Context: an optimization exercise on an open-source flow, tuned for small area, a short achievable clock period and few clock cycles per item. The choices shown serve that exercise and are no tape-out recipe. The RTL was checked by simulation tests, not by an equivalence proof against the original design.

==> run Z <==
Design q_update_engine, start of the top module:
module q_update_engine #(
  parameter int DATA_WIDTH  = 16,
  parameter int FRAC_BITS   = 8,
  parameter int NUM_STATES  = 16,
  parameter int NUM_ACTIONS = 4,
  localparam int SW = $clog2(NUM_STATES),
  localparam int AW = $clog2(NUM_ACTIONS)
) (
  input  logic                  clk,
  input  logic                  rst_n,
  input  logic                  clear,
  input  logic                  in_valid,
  output logic                  in_ready,
  input  logic [SW-1:0]         in_state,
  input  logic [AW-1:0]         in_action,
  input  logic [SW-1:0]         in_next_state,
  input  logic [DATA_WIDTH-1:0] in_reward,
  input  logic                  in_terminal,
  input  logic [DATA_WIDTH-1:0] alpha,
  input  logic [DATA_WIDTH-1:0] gamma,
  output logic                  out_valid,
  input  logic                  out_ready,
  output logic [DATA_WIDTH-1:0] out_q_new,
  output logic [AW-1:0]         out_best_action,
  output logic                  busy
);
clock: 14.0 ns
lec_check: 0
cap_margin: 30
core_margin: 2
core_utilization: 45
cts_cluster_diameter: 100
cts_cluster_size: 20
place_density: 0.55
slew_margin: 25
standard.sh (not shown) runs the stock make flow with config.mk's settings and CLKGATE_MAP_FILE= SYNTH_SCRIPT=/design/flow/synth_recipe.tcl, a recipe that flattens the netlist after the stock synthesis.
==> flow/flow/run.sh <==
#!/bin/bash
# The standard layout (standard.sh: unchanged synthesis, steps, power grid
# and tap cells) with two changes to how the layout is made:
#  - timing repair aims at a setup slack of 8.3 ns at the design's 14 ns
#    clock, so repair_timing works on every path longer than 5.7 ns instead of
#    only on violating ones (the clock and I/O constraints are unchanged);
#  - every port still gets a buffer, but buf_2 instead of the delay cell
#    buffer_ports picks by default.
# All of make's output goes to standard.log; ORFS keeps each step's own log
# under orfs/logs/.
set -euo pipefail
bash standard.sh SETUP_SLACK_MARGIN=8.3 "BUFFER_PORTS_ARGS=-buffer_cell sky130_fd_sc_hd__buf_2" finish > standard.log 2>&1
==> inputs of run D, as changes to run Z <==
--- a/flow/design.v
+++ b/flow/design.v
@@ -68,14 +68,19 @@
   logic [15:0]  b1_row [NA];
   logic [15:0]  b2_x, c_x;
   logic [14:0]  b2_d, c_d;         
   logic [9:0]   b2_ay;
   logic [17:0]  b2_e;
   logic [15:0]  b2_cq, c_q;         
   logic         b2_fast, b2_asmall, b2_gsmall;
+  logic         b2_dual;           
+  logic [1:0]   b2_js;
+  logic [13:0]  b2_xa;             
+  logic         b2_q12;            
+  logic         c_small;           
   logic [4:0]   b2_ph;
   logic [9:0]   c_lo;              
   logic [25:0]  acc;               
   logic         hb, hs;            
   logic [17:0]  e0, e1, e2;        
   logic [1:0]   cnt;
   logic [15:0]  q_new;
@@ -85,15 +90,19 @@
     S_APX = 5'd11, S_APC = 5'd12, S_AHX = 5'd13, S_ALP = 5'd14, S_ALX = 5'd15,
     S_ALC = 5'd16, S_QX  = 5'd17, S_QC  = 5'd18, S_FX  = 5'd19;
   logic haz, b1_fast, b2_done, b2_go, b1_adv, b1_rel, b1_load, accept, pop;
   logic [2:0] occ;
   assign occ     = {2'b0, c_v} + {1'b0, cnt};
   assign b2_done = (b2_ph == S_FIRST && b2_fast) || b2_ph == S_FX;
   assign b2_go   = b2_v && b2_done && (occ <= 3'd2);
-  assign haz     = (!b1_term && ((b2_v && b2_s == b1_ns) || (c_v && c_s == b1_ns))) ||
+  logic small_c, haz_cr, dual;
+  assign small_c = c_small;
+  assign haz_cr  = !b1_term && c_v && c_s == b1_ns;
+  assign dual    = haz_cr && small_c;
+  assign haz     = (!b1_term && b2_v && b2_s == b1_ns) || (haz_cr && !small_c) ||
                    (b2_v && b2_s == b1_s && b2_a == b1_a) ||
                    (c_v && c_s == b1_s && c_a == b1_a);
   assign b1_adv  = b1_v && !b1_shadow && !haz && (!b2_v || b2_go);
   assign b1_rel  = b1_shadow ? b2_go : (b1_adv && b1_fast);
   assign b1_load = !b1_v || b1_rel;
   assign in_ready = b1_load && !clear;
   assign accept  = in_valid && in_ready;
@@ -122,27 +131,31 @@
     end else begin
       for (int j = 0; j < NA; j++)
         if (c_v && c_s == b1_ns && c_a == 2'(j)) b1_row[j] <= q_new;
       if (c_v && c_s == b1_s && c_a == b1_a) b1_q <= q_new;
     end
   end
   logic [15:0] bo [NA];            
-  logic c01, c23, cf;
+  logic [3:0] m;
+  logic c01, c23, cf, b01, b23;
   logic [15:0] m01, m23, mx;
   logic [1:0] best;
   for (genvar j = 0; j < NA; j++) begin : g_bo
     assign bo[j] = {!b1_row[j][15], b1_row[j][14:0]};
+    assign m[j]  = dual && c_a == 2'(j);
   end
   assign c01  = bo[1] > bo[0];
   assign c23  = bo[3] > bo[2];
-  assign m01  = c01 ? b1_row[1] : b1_row[0];
-  assign m23  = c23 ? b1_row[3] : b1_row[2];
+  assign b01  = m[0] || (!m[1] && c01);
+  assign b23  = m[2] || (!m[3] && c23);
+  assign m01  = b01 ? b1_row[1] : b1_row[0];
+  assign m23  = b23 ? b1_row[3] : b1_row[2];
   assign cf   = {!m23[15], m23[14:0]} > {!m01[15], m01[14:0]};
   assign mx   = cf ? m23 : m01;
-  assign best = cf ? {1'b1, c23} : {1'b0, c01};
+  assign best = cf ? {1'b1, b23} : {1'b0, b01};
   function automatic logic small12(input logic [15:0] v);
     small12 = (v[15:11] == 5'h00) || (v[15:11] == 5'h1f);
   endfunction
   function automatic logic small13(input logic [15:0] v);
     small13 = (v[15:12] == 4'h0) || (v[15:12] == 4'hf);
   endfunction
   assign b1_fast = b1_asmall && small13(b1_q) && small12(b1_r) &&
@@ -198,25 +211,40 @@
   logic [25:0] b2_ps, b2_pc, b2_p;
   logic [15:0] acc_out;
   qe_btree u_b2 (.x(b2_x), .one(b2_d[4:0]), .two(b2_d[9:5]), .neg(b2_d[14:10]),
                  .e({b2_e, elo(b2_d)}), .s(b2_ps), .c(b2_pc));
   assign b2_p    = b2_ps + b2_pc;
   assign acc     = {c_lo[9:8], c_x, c_lo[7:0]};
   assign acc_out = sat18(acc[25:8]);
+  logic [23:0] b2_qs, b2_qc, b2_q2;
+  logic [15:0] xa16;
+  logic        xwin;
+  logic [25:0] b2_ee;
+  assign b2_ee = {b2_e, elo(b2_d)};
+  assign xa16  = {{2{b2_xa[13]}}, b2_xa};
+  qe_btree14 u_b2a (.x(b2_xa), .one(b2_d[4:0]), .two(b2_d[9:5]), .neg(b2_d[14:10]),
+                    .e(b2_ee[23:0]), .s(b2_qs), .c(b2_qc));
+  assign b2_q2 = b2_qs + b2_qc;
+  assign xwin  = b2_dual && (({!xa16[15], xa16[14:0]} > {!b2_x[15], b2_x[14:0]}) ||
+                             (xa16 == b2_x && b2_js < b2_best));
   always_ff @(posedge clk) begin
     if (b1_adv) begin
       b2_x      <= mx;
       b2_d      <= booth(g_eff);
       b2_e      <= e_n;
       b2_cq     <= b1_q;
       b2_ay     <= b1_alpha[9:0];
       b2_s      <= b1_s;
       b2_a      <= b1_a;
       b2_best   <= b1_term ? 2'd0 : best;
       b2_fast   <= b1_fast;
+      b2_dual   <= dual;
+      b2_js     <= c_a;
+      b2_xa     <= q_new[13:0];
+      b2_q12    <= (b1_q[15:11] == 5'h00) || (b1_q[15:11] == 5'h1f);
       b2_asmall <= b1_asmall;
       b2_gsmall <= b1_gsmall;
       b2_ph     <= S_FIRST;
     end else if (b2_v && !b2_done) begin
       b2_d  <= booth(ny);
       b2_e  <= e_n;
       b2_ph <= nst;
@@ -225,31 +253,40 @@
         S_GLP, S_ALP: begin
           hb <= !((&acc[25:16]) || !(|acc[25:16]));
           hs <= acc[25];
         end
         S_GLC, S_ALC: b2_x <= hb ? (hs ? 16'h8000 : 16'h7fff) : acc_out;
         default: ;
       endcase
-      if (b2_ph == S_FIRST) b2_cq <= '0;
-      if (b2_ph == S_FIRST) b2_ay <= 10'd256;
+      if (b2_ph == S_FIRST) begin
+        b2_cq   <= '0;
+        b2_ay   <= 10'd256;
+        if (xwin) begin
+          b2_x    <= xa16;
+          b2_best <= b2_js;
+        end
+        b2_dual <= 1'b0;
+      end
     end
   end
   logic [23:0] c_ps, c_pc, c_p;
   qe_btreek u_c (.x(c_x), .one(c_d[4:0]), .two(c_d[9:5]), .neg(c_d[14:10]),
                  .e({c_q, elo(c_d)}), .s(c_ps), .c(c_pc));
   assign c_p   = c_ps + c_pc;
   assign q_new = c_p[23:8];
   always_ff @(posedge clk) begin
-    c_x    <= b2_p[23:8];
+    c_x    <= xwin ? b2_q2[23:8] : b2_p[23:8];
+    c_small <= b2_fast && b2_q12 && (xwin ? ((b2_q2[23:19] == 5'h00) || (b2_q2[23:19] == 5'h1f)) :
+                                            ((b2_p[23:19] == 5'h00) || (b2_p[23:19] == 5'h1f)));
     c_lo   <= {b2_p[25:24], b2_p[7:0]};
     c_d    <= booth(b2_ay);
     c_q    <= b2_cq;
     c_s    <= b2_s;
     c_a    <= b2_a;
-    c_best <= b2_best;
+    c_best <= xwin ? b2_js : b2_best;
   end
   always_ff @(posedge clk) begin
     for (int i = 0; i < NS; i++)
       for (int j = 0; j < NA; j++)
         if (c_v && c_s == 4'(i) && (c_a == 2'(j) || !rv[i]))
           tq[i*NA+j] <= (c_a == 2'(j)) ? q_new : '0;
   end
@@ -757,7 +794,225 @@
   wire w_137 = w_92 ^ w_93 ^ e[22];
   wire w_138 = (w_92 & w_93) | (w_92 & e[22]) | (w_93 & e[22]);
   wire w_139 = w_94 ^ w_95 ^ 1'b1;
   wire w_140 = (w_94 & w_95) | (w_94 & 1'b1) | (w_95 & 1'b1);
   assign s = {w_138,w_136,w_134,w_132,w_130,w_128,w_126,w_124,w_122,w_120,w_118,w_116,w_114,w_112,w_110,w_108,w_106,w_104,w_102,w_100,w_98,w_97,pp0_1,pp0_0};
   assign c = {w_139,w_137,w_135,w_133,w_131,w_129,w_127,w_125,w_123,w_121,w_119,w_117,w_115,w_113,w_111,w_109,w_107,w_105,w_103,w_101,w_99,e[2],e[1],e[0]};
 endmodule
+module qe_btree14 (
+  input  logic [13:0] x,
+  input  logic [4:0] one, two, neg,
+  input  logic [23:0] e,
+  output logic [23:0] s, c
+);
+  wire pp0_0 = (one[0] & x[0]) ^ neg[0];
+  wire pp0_1 = ((one[0] & x[1]) | (two[0] & x[0])) ^ neg[0];
+  wire pp0_2 = ((one[0] & x[2]) | (two[0] & x[1])) ^ neg[0];
+  wire pp0_3 = ((one[0] & x[3]) | (two[0] & x[2])) ^ neg[0];
+  wire pp0_4 = ((one[0] & x[4]) | (two[0] & x[3])) ^ neg[0];
+  wire pp0_5 = ((one[0] & x[5]) | (two[0] & x[4])) ^ neg[0];
+  wire pp0_6 = ((one[0] & x[6]) | (two[0] & x[5])) ^ neg[0];
+  wire pp0_7 = ((one[0] & x[7]) | (two[0] & x[6])) ^ neg[0];
+  wire pp0_8 = ((one[0] & x[8]) | (two[0] & x[7])) ^ neg[0];
+  wire pp0_9 = ((one[0] & x[9]) | (two[0] & x[8])) ^ neg[0];
+  wire pp0_10 = ((one[0] & x[10]) | (two[0] & x[9])) ^ neg[0];
+  wire pp0_11 = ((one[0] & x[11]) | (two[0] & x[10])) ^ neg[0];
+  wire pp0_12 = ((one[0] & x[12]) | (two[0] & x[11])) ^ neg[0];
+  wire pp0_13 = ((one[0] & x[13]) | (two[0] & x[12])) ^ neg[0];
+  wire pp0_14 = ((one[0] & x[13]) | (two[0] & x[13])) ^ neg[0];
+  wire pp1_0 = (one[1] & x[0]) ^ neg[1];
+  wire pp1_1 = ((one[1] & x[1]) | (two[1] & x[0])) ^ neg[1];
+  wire pp1_2 = ((one[1] & x[2]) | (two[1] & x[1])) ^ neg[1];
+  wire pp1_3 = ((one[1] & x[3]) | (two[1] & x[2])) ^ neg[1];
+  wire pp1_4 = ((one[1] & x[4]) | (two[1] & x[3])) ^ neg[1];
+  wire pp1_5 = ((one[1] & x[5]) | (two[1] & x[4])) ^ neg[1];
+  wire pp1_6 = ((one[1] & x[6]) | (two[1] & x[5])) ^ neg[1];
+  wire pp1_7 = ((one[1] & x[7]) | (two[1] & x[6])) ^ neg[1];
+  wire pp1_8 = ((one[1] & x[8]) | (two[1] & x[7])) ^ neg[1];
+  wire pp1_9 = ((one[1] & x[9]) | (two[1] & x[8])) ^ neg[1];
+  wire pp1_10 = ((one[1] & x[10]) | (two[1] & x[9])) ^ neg[1];
+  wire pp1_11 = ((one[1] & x[11]) | (two[1] & x[10])) ^ neg[1];
+  wire pp1_12 = ((one[1] & x[12]) | (two[1] & x[11])) ^ neg[1];
+  wire pp1_13 = ((one[1] & x[13]) | (two[1] & x[12])) ^ neg[1];
+  wire pp1_14 = ((one[1] & x[13]) | (two[1] & x[13])) ^ neg[1];
+  wire pp2_0 = (one[2] & x[0]) ^ neg[2];
+  wire pp2_1 = ((one[2] & x[1]) | (two[2] & x[0])) ^ neg[2];
+  wire pp2_2 = ((one[2] & x[2]) | (two[2] & x[1])) ^ neg[2];
+  wire pp2_3 = ((one[2] & x[3]) | (two[2] & x[2])) ^ neg[2];
+  wire pp2_4 = ((one[2] & x[4]) | (two[2] & x[3])) ^ neg[2];
+  wire pp2_5 = ((one[2] & x[5]) | (two[2] & x[4])) ^ neg[2];
+  wire pp2_6 = ((one[2] & x[6]) | (two[2] & x[5])) ^ neg[2];
+  wire pp2_7 = ((one[2] & x[7]) | (two[2] & x[6])) ^ neg[2];
+  wire pp2_8 = ((one[2] & x[8]) | (two[2] & x[7])) ^ neg[2];
+  wire pp2_9 = ((one[2] & x[9]) | (two[2] & x[8])) ^ neg[2];
+  wire pp2_10 = ((one[2] & x[10]) | (two[2] & x[9])) ^ neg[2];
+  wire pp2_11 = ((one[2] & x[11]) | (two[2] & x[10])) ^ neg[2];
+  wire pp2_12 = ((one[2] & x[12]) | (two[2] & x[11])) ^ neg[2];
+  wire pp2_13 = ((one[2] & x[13]) | (two[2] & x[12])) ^ neg[2];
+  wire pp2_14 = ((one[2] & x[13]) | (two[2] & x[13])) ^ neg[2];
+  wire pp3_0 = (one[3] & x[0]) ^ neg[3];
+  wire pp3_1 = ((one[3] & x[1]) | (two[3] & x[0])) ^ neg[3];
+  wire pp3_2 = ((one[3] & x[2]) | (two[3] & x[1])) ^ neg[3];
+  wire pp3_3 = ((one[3] & x[3]) | (two[3] & x[2])) ^ neg[3];
+  wire pp3_4 = ((one[3] & x[4]) | (two[3] & x[3])) ^ neg[3];
+  wire pp3_5 = ((one[3] & x[5]) | (two[3] & x[4])) ^ neg[3];
+  wire pp3_6 = ((one[3] & x[6]) | (two[3] & x[5])) ^ neg[3];
+  wire pp3_7 = ((one[3] & x[7]) | (two[3] & x[6])) ^ neg[3];
+  wire pp3_8 = ((one[3] & x[8]) | (two[3] & x[7])) ^ neg[3];
+  wire pp3_9 = ((one[3] & x[9]) | (two[3] & x[8])) ^ neg[3];
+  wire pp3_10 = ((one[3] & x[10]) | (two[3] & x[9])) ^ neg[3];
+  wire pp3_11 = ((one[3] & x[11]) | (two[3] & x[10])) ^ neg[3];
+  wire pp3_12 = ((one[3] & x[12]) | (two[3] & x[11])) ^ neg[3];
+  wire pp3_13 = ((one[3] & x[13]) | (two[3] & x[12])) ^ neg[3];
+  wire pp3_14 = ((one[3] & x[13]) | (two[3] & x[13])) ^ neg[3];
+  wire pp4_0 = (one[4] & x[0]) ^ neg[4];
+  wire pp4_1 = ((one[4] & x[1]) | (two[4] & x[0])) ^ neg[4];
+  wire pp4_2 = ((one[4] & x[2]) | (two[4] & x[1])) ^ neg[4];
+  wire pp4_3 = ((one[4] & x[3]) | (two[4] & x[2])) ^ neg[4];
+  wire pp4_4 = ((one[4] & x[4]) | (two[4] & x[3])) ^ neg[4];
+  wire pp4_5 = ((one[4] & x[5]) | (two[4] & x[4])) ^ neg[4];
+  wire pp4_6 = ((one[4] & x[6]) | (two[4] & x[5])) ^ neg[4];
+  wire pp4_7 = ((one[4] & x[7]) | (two[4] & x[6])) ^ neg[4];
+  wire pp4_8 = ((one[4] & x[8]) | (two[4] & x[7])) ^ neg[4];
+  wire pp4_9 = ((one[4] & x[9]) | (two[4] & x[8])) ^ neg[4];
+  wire pp4_10 = ((one[4] & x[10]) | (two[4] & x[9])) ^ neg[4];
+  wire pp4_11 = ((one[4] & x[11]) | (two[4] & x[10])) ^ neg[4];
+  wire pp4_12 = ((one[4] & x[12]) | (two[4] & x[11])) ^ neg[4];
+  wire pp4_13 = ((one[4] & x[13]) | (two[4] & x[12])) ^ neg[4];
+  wire pp4_14 = ((one[4] & x[13]) | (two[4] & x[13])) ^ neg[4];
+  wire w_1 = pp0_6 ^ pp1_4;
+  wire w_2 = pp0_6 & pp1_4;
+  wire w_3 = pp0_7 ^ pp1_5 ^ pp2_3;
+  wire w_4 = (pp0_7 & pp1_5) | (pp0_7 & pp2_3) | (pp1_5 & pp2_3);
+  wire w_5 = pp0_8 ^ pp1_6 ^ pp2_4;
+  wire w_6 = (pp0_8 & pp1_6) | (pp0_8 & pp2_4) | (pp1_6 & pp2_4);
+  wire w_7 = pp3_2 ^ pp4_0;
+  wire w_8 = pp3_2 & pp4_0;
+  wire w_9 = pp0_9 ^ pp1_7 ^ pp2_5;
+  wire w_10 = (pp0_9 & pp1_7) | (pp0_9 & pp2_5) | (pp1_7 & pp2_5);
+  wire w_11 = pp3_3 ^ pp4_1 ^ e[9];
+  wire w_12 = (pp3_3 & pp4_1) | (pp3_3 & e[9]) | (pp4_1 & e[9]);
+  wire w_13 = pp0_10 ^ pp1_8 ^ pp2_6;
+  wire w_14 = (pp0_10 & pp1_8) | (pp0_10 & pp2_6) | (pp1_8 & pp2_6);
+  wire w_15 = pp3_4 ^ pp4_2 ^ e[10];
+  wire w_16 = (pp3_4 & pp4_2) | (pp3_4 & e[10]) | (pp4_2 & e[10]);
+  wire w_17 = pp0_11 ^ pp1_9 ^ pp2_7;
+  wire w_18 = (pp0_11 & pp1_9) | (pp0_11 & pp2_7) | (pp1_9 & pp2_7);
+  wire w_19 = pp3_5 ^ pp4_3 ^ e[11];
+  wire w_20 = (pp3_5 & pp4_3) | (pp3_5 & e[11]) | (pp4_3 & e[11]);
+  wire w_21 = pp0_12 ^ pp1_10 ^ pp2_8;
+  wire w_22 = (pp0_12 & pp1_10) | (pp0_12 & pp2_8) | (pp1_10 & pp2_8);
+  wire w_23 = pp3_6 ^ pp4_4 ^ e[12];
+  wire w_24 = (pp3_6 & pp4_4) | (pp3_6 & e[12]) | (pp4_4 & e[12]);
+  wire w_25 = pp0_13 ^ pp1_11 ^ pp2_9;
+  wire w_26 = (pp0_13 & pp1_11) | (pp0_13 & pp2_9) | (pp1_11 & pp2_9);
+  wire w_27 = pp3_7 ^ pp4_5 ^ e[13];
+  wire w_28 = (pp3_7 & pp4_5) | (pp3_7 & e[13]) | (pp4_5 & e[13]);
+  wire w_29 = pp0_14 ^ pp1_12 ^ pp2_10;
+  wire w_30 = (pp0_14 & pp1_12) | (pp0_14 & pp2_10) | (pp1_12 & pp2_10);
+  wire w_31 = pp3_8 ^ pp4_6 ^ e[14];
+  wire w_32 = (pp3_8 & pp4_6) | (pp3_8 & e[14]) | (pp4_6 & e[14]);
+  wire w_33 = pp1_13 ^ pp2_11 ^ pp3_9;
+  wire w_34 = (pp1_13 & pp2_11) | (pp1_13 & pp3_9) | (pp2_11 & pp3_9);
+  wire w_35 = pp4_7 ^ e[15] ^ pp0_14;
+  wire w_36 = (pp4_7 & e[15]) | (pp4_7 & pp0_14) | (e[15] & pp0_14);
+  wire w_37 = pp1_14 ^ pp2_12 ^ pp3_10;
+  wire w_38 = (pp1_14 & pp2_12) | (pp1_14 & pp3_10) | (pp2_12 & pp3_10);
+  wire w_39 = pp4_8 ^ e[16] ^ ~pp0_14;
+  wire w_40 = (pp4_8 & e[16]) | (pp4_8 & ~pp0_14) | (e[16] & ~pp0_14);
+  wire w_41 = pp2_13 ^ pp3_11 ^ pp4_9;
+  wire w_42 = (pp2_13 & pp3_11) | (pp2_13 & pp4_9) | (pp3_11 & pp4_9);
+  wire w_43 = e[17] ^ ~pp1_14 ^ 1'b1;
+  wire w_44 = (e[17] & ~pp1_14) | (e[17] & 1'b1) | (~pp1_14 & 1'b1);
+  wire w_45 = ~pp2_14 ^ pp3_12 ^ pp4_10;
+  wire w_46 = (~pp2_14 & pp3_12) | (~pp2_14 & pp4_10) | (pp3_12 & pp4_10);
+  wire w_47 = e[18] ^ 1'b1;
+  wire w_48 = e[18] & 1'b1;
+  wire w_49 = pp3_13 ^ pp4_11 ^ e[19];
+  wire w_50 = (pp3_13 & pp4_11) | (pp3_13 & e[19]) | (pp4_11 & e[19]);
+  wire w_51 = ~pp3_14 ^ pp4_12;
+  wire w_52 = ~pp3_14 & pp4_12;
+  wire w_53 = pp0_4 ^ pp1_2;
+  wire w_54 = pp0_4 & pp1_2;
+  wire w_55 = pp0_5 ^ pp1_3 ^ pp2_1;
+  wire w_56 = (pp0_5 & pp1_3) | (pp0_5 & pp2_1) | (pp1_3 & pp2_1);
+  wire w_57 = w_1 ^ pp2_2 ^ pp3_0;
+  wire w_58 = (w_1 & pp2_2) | (w_1 & pp3_0) | (pp2_2 & pp3_0);
+  wire w_59 = w_2 ^ w_3 ^ pp3_1;
+  wire w_60 = (w_2 & w_3) | (w_2 & pp3_1) | (w_3 & pp3_1);
+  wire w_61 = w_4 ^ w_5 ^ w_7;
+  wire w_62 = (w_4 & w_5) | (w_4 & w_7) | (w_5 & w_7);
+  wire w_63 = w_6 ^ w_8 ^ w_9;
+  wire w_64 = (w_6 & w_8) | (w_6 & w_9) | (w_8 & w_9);
+  wire w_65 = w_10 ^ w_12 ^ w_13;
+  wire w_66 = (w_10 & w_12) | (w_10 & w_13) | (w_12 & w_13);
+  wire w_67 = w_14 ^ w_16 ^ w_17;
+  wire w_68 = (w_14 & w_16) | (w_14 & w_17) | (w_16 & w_17);
+  wire w_69 = w_18 ^ w_20 ^ w_21;
+  wire w_70 = (w_18 & w_20) | (w_18 & w_21) | (w_20 & w_21);
+  wire w_71 = w_22 ^ w_24 ^ w_25;
+  wire w_72 = (w_22 & w_24) | (w_22 & w_25) | (w_24 & w_25);
+  wire w_73 = w_26 ^ w_28 ^ w_29;
+  wire w_74 = (w_26 & w_28) | (w_26 & w_29) | (w_28 & w_29);
+  wire w_75 = w_30 ^ w_32 ^ w_33;
+  wire w_76 = (w_30 & w_32) | (w_30 & w_33) | (w_32 & w_33);
+  wire w_77 = w_34 ^ w_36 ^ w_37;
+  wire w_78 = (w_34 & w_36) | (w_34 & w_37) | (w_36 & w_37);
+  wire w_79 = w_38 ^ w_40 ^ w_41;
+  wire w_80 = (w_38 & w_40) | (w_38 & w_41) | (w_40 & w_41);
+  wire w_81 = w_42 ^ w_44 ^ w_45;
+  wire w_82 = (w_42 & w_44) | (w_42 & w_45) | (w_44 & w_45);
+  wire w_83 = w_46 ^ w_48 ^ w_49;
+  wire w_84 = (w_46 & w_48) | (w_46 & w_49) | (w_48 & w_49);
+  wire w_85 = w_50 ^ w_51 ^ e[20];
+  wire w_86 = (w_50 & w_51) | (w_50 & e[20]) | (w_51 & e[20]);
+  wire w_87 = w_52 ^ pp4_13 ^ e[21];
+  wire w_88 = (w_52 & pp4_13) | (w_52 & e[21]) | (pp4_13 & e[21]);
+  wire w_89 = ~pp4_14 ^ e[22];
+  wire w_90 = ~pp4_14 & e[22];
+  wire w_91 = pp0_2 ^ pp1_0;
+  wire w_92 = pp0_2 & pp1_0;
+  wire w_93 = pp0_3 ^ pp1_1 ^ e[3];
+  wire w_94 = (pp0_3 & pp1_1) | (pp0_3 & e[3]) | (pp1_1 & e[3]);
+  wire w_95 = w_53 ^ pp2_0 ^ e[4];
+  wire w_96 = (w_53 & pp2_0) | (w_53 & e[4]) | (pp2_0 & e[4]);
+  wire w_97 = w_54 ^ w_55 ^ e[5];
+  wire w_98 = (w_54 & w_55) | (w_54 & e[5]) | (w_55 & e[5]);
+  wire w_99 = w_56 ^ w_57 ^ e[6];
+  wire w_100 = (w_56 & w_57) | (w_56 & e[6]) | (w_57 & e[6]);
+  wire w_101 = w_58 ^ w_59 ^ e[7];
+  wire w_102 = (w_58 & w_59) | (w_58 & e[7]) | (w_59 & e[7]);
+  wire w_103 = w_60 ^ w_61 ^ e[8];
+  wire w_104 = (w_60 & w_61) | (w_60 & e[8]) | (w_61 & e[8]);
+  wire w_105 = w_62 ^ w_63 ^ w_11;
+  wire w_106 = (w_62 & w_63) | (w_62 & w_11) | (w_63 & w_11);
+  wire w_107 = w_64 ^ w_65 ^ w_15;
+  wire w_108 = (w_64 & w_65) | (w_64 & w_15) | (w_65 & w_15);
+  wire w_109 = w_66 ^ w_67 ^ w_19;
+  wire w_110 = (w_66 & w_67) | (w_66 & w_19) | (w_67 & w_19);
+  wire w_111 = w_68 ^ w_69 ^ w_23;
+  wire w_112 = (w_68 & w_69) | (w_68 & w_23) | (w_69 & w_23);
+  wire w_113 = w_70 ^ w_71 ^ w_27;
+  wire w_114 = (w_70 & w_71) | (w_70 & w_27) | (w_71 & w_27);
+  wire w_115 = w_72 ^ w_73 ^ w_31;
+  wire w_116 = (w_72 & w_73) | (w_72 & w_31) | (w_73 & w_31);
+  wire w_117 = w_74 ^ w_75 ^ w_35;
+  wire w_118 = (w_74 & w_75) | (w_74 & w_35) | (w_75 & w_35);
+  wire w_119 = w_76 ^ w_77 ^ w_39;
+  wire w_120 = (w_76 & w_77) | (w_76 & w_39) | (w_77 & w_39);
+  wire w_121 = w_78 ^ w_79 ^ w_43;
+  wire w_122 = (w_78 & w_79) | (w_78 & w_43) | (w_79 & w_43);
+  wire w_123 = w_80 ^ w_81 ^ w_47;
+  wire w_124 = (w_80 & w_81) | (w_80 & w_47) | (w_81 & w_47);
+  wire w_125 = w_82 ^ w_83 ^ 1'b1;
+  wire w_126 = (w_82 & w_83) | (w_82 & 1'b1) | (w_83 & 1'b1);
+  wire w_127 = w_84 ^ w_85 ^ 1'b1;
+  wire w_128 = (w_84 & w_85) | (w_84 & 1'b1) | (w_85 & 1'b1);
+  wire w_129 = w_86 ^ w_87 ^ 1'b1;
+  wire w_130 = (w_86 & w_87) | (w_86 & 1'b1) | (w_87 & 1'b1);
+  wire w_131 = w_88 ^ w_89 ^ 1'b1;
+  wire w_132 = (w_88 & w_89) | (w_88 & 1'b1) | (w_89 & 1'b1);
+  wire w_133 = w_90 ^ e[23] ^ 1'b1;
+  wire w_134 = (w_90 & e[23]) | (w_90 & 1'b1) | (e[23] & 1'b1);
+  assign s = {w_132,w_130,w_128,w_126,w_124,w_122,w_120,w_118,w_116,w_114,w_112,w_110,w_108,w_106,w_104,w_102,w_100,w_98,w_96,w_94,w_92,w_91,pp0_1,pp0_0};
+  assign c = {w_133,w_131,w_129,w_127,w_125,w_123,w_121,w_119,w_117,w_115,w_113,w_111,w_109,w_107,w_105,w_103,w_101,w_99,w_97,w_95,w_93,e[2],e[1],e[0]};
+endmodule
==> comparison table <==
Run status: run D timing/DRC/antenna clean; run Z timing/DRC/antenna clean
Initial core utilization: run D 0.453; run Z 0.455
DIE HEIGHT: run D 411 um; run Z 399 um
Placed wire-length estimate: run D 232000 um; run Z 221000 um
Area of the mapped netlist: run D 74600 um^2; run Z 70200 um^2
Post-cts gate resize count: run D 130; run Z 83
Slew @ Worst Pin: run D 1210 ps; run Z 1230 ps
Register-to-register setup slack: run D 8490 ps; run Z 8520 ps
Worst setup skew after layout: run D 83.0 ps; run Z 93.5 ps
Number of post-CTS setup repair buffers: run D 54; run Z 19
Area share of fa/ha/maj cells after synthesis: run D 0.0820; run Z 0.0636
Fraction of area in registers: run D 0.498; run Z 0.521
Final std cell area, no fill: run D 83500 um^2; run Z 78600 um^2
Buffering overhead: run D 0.0402; run Z 0.0370
Number of flip-flops and latches: run D 1421; run Z 1402
Final net count: run D 6711; run Z 6042
Global placement routability congestion: run D 1.02; run Z 1.02
Floorplan row count: run D 149; run Z 144
Share of flip-flops with an asynchronous set or reset: run D 0.0176; run Z 0.0178
Simple-gate portion of the synthesized area: run D 0.0785; run Z 0.0781
Testbench counts of run Z, summed over its fixed seeds: cycles 2,922, items 2,400.
Testbench counts of run D, summed over its fixed seeds: cycles 2,665, items 2,400.

==> what the ideal ports hide <==
How much do the figures lean on ideal ports? The routed layouts below were timed once more, with nothing changed but the port constraints.
Step 1 (the two cells are an assumption about what drives the block):
set clk [get_ports {clk}]
set_driving_cell -lib_cell sky130_fd_sc_hd__clkbuf_16 $clk
set_driving_cell -lib_cell sky130_fd_sc_hd__buf_2 [delete_from_list [all_inputs] $clk]
Step 2 also shifts input and output timing later by t, the mid clock arrival at the registers, as if the neighbouring blocks saw the same clock.
Three values: ideal ports, drivers, drivers and shift; two values: the first two.
| run | t (ns) | slack for setup (ns) | worst data-port slew with drivers (ns) | pins driven straight from the clock port |
|---|---|---|---|---|
| run Z | 0.858 | 8.096 / 8.023 / 7.400 | 0.08 | 1 |
| run D | 0.869 | 8.128 / 8.065 / 7.356 | 0.05 | 1 |
After both steps every run listed still meets setup and hold. For run D, which loses most, drivers alone change the setup slack by -0.063 ns; drivers and shift together by -0.772 ns.
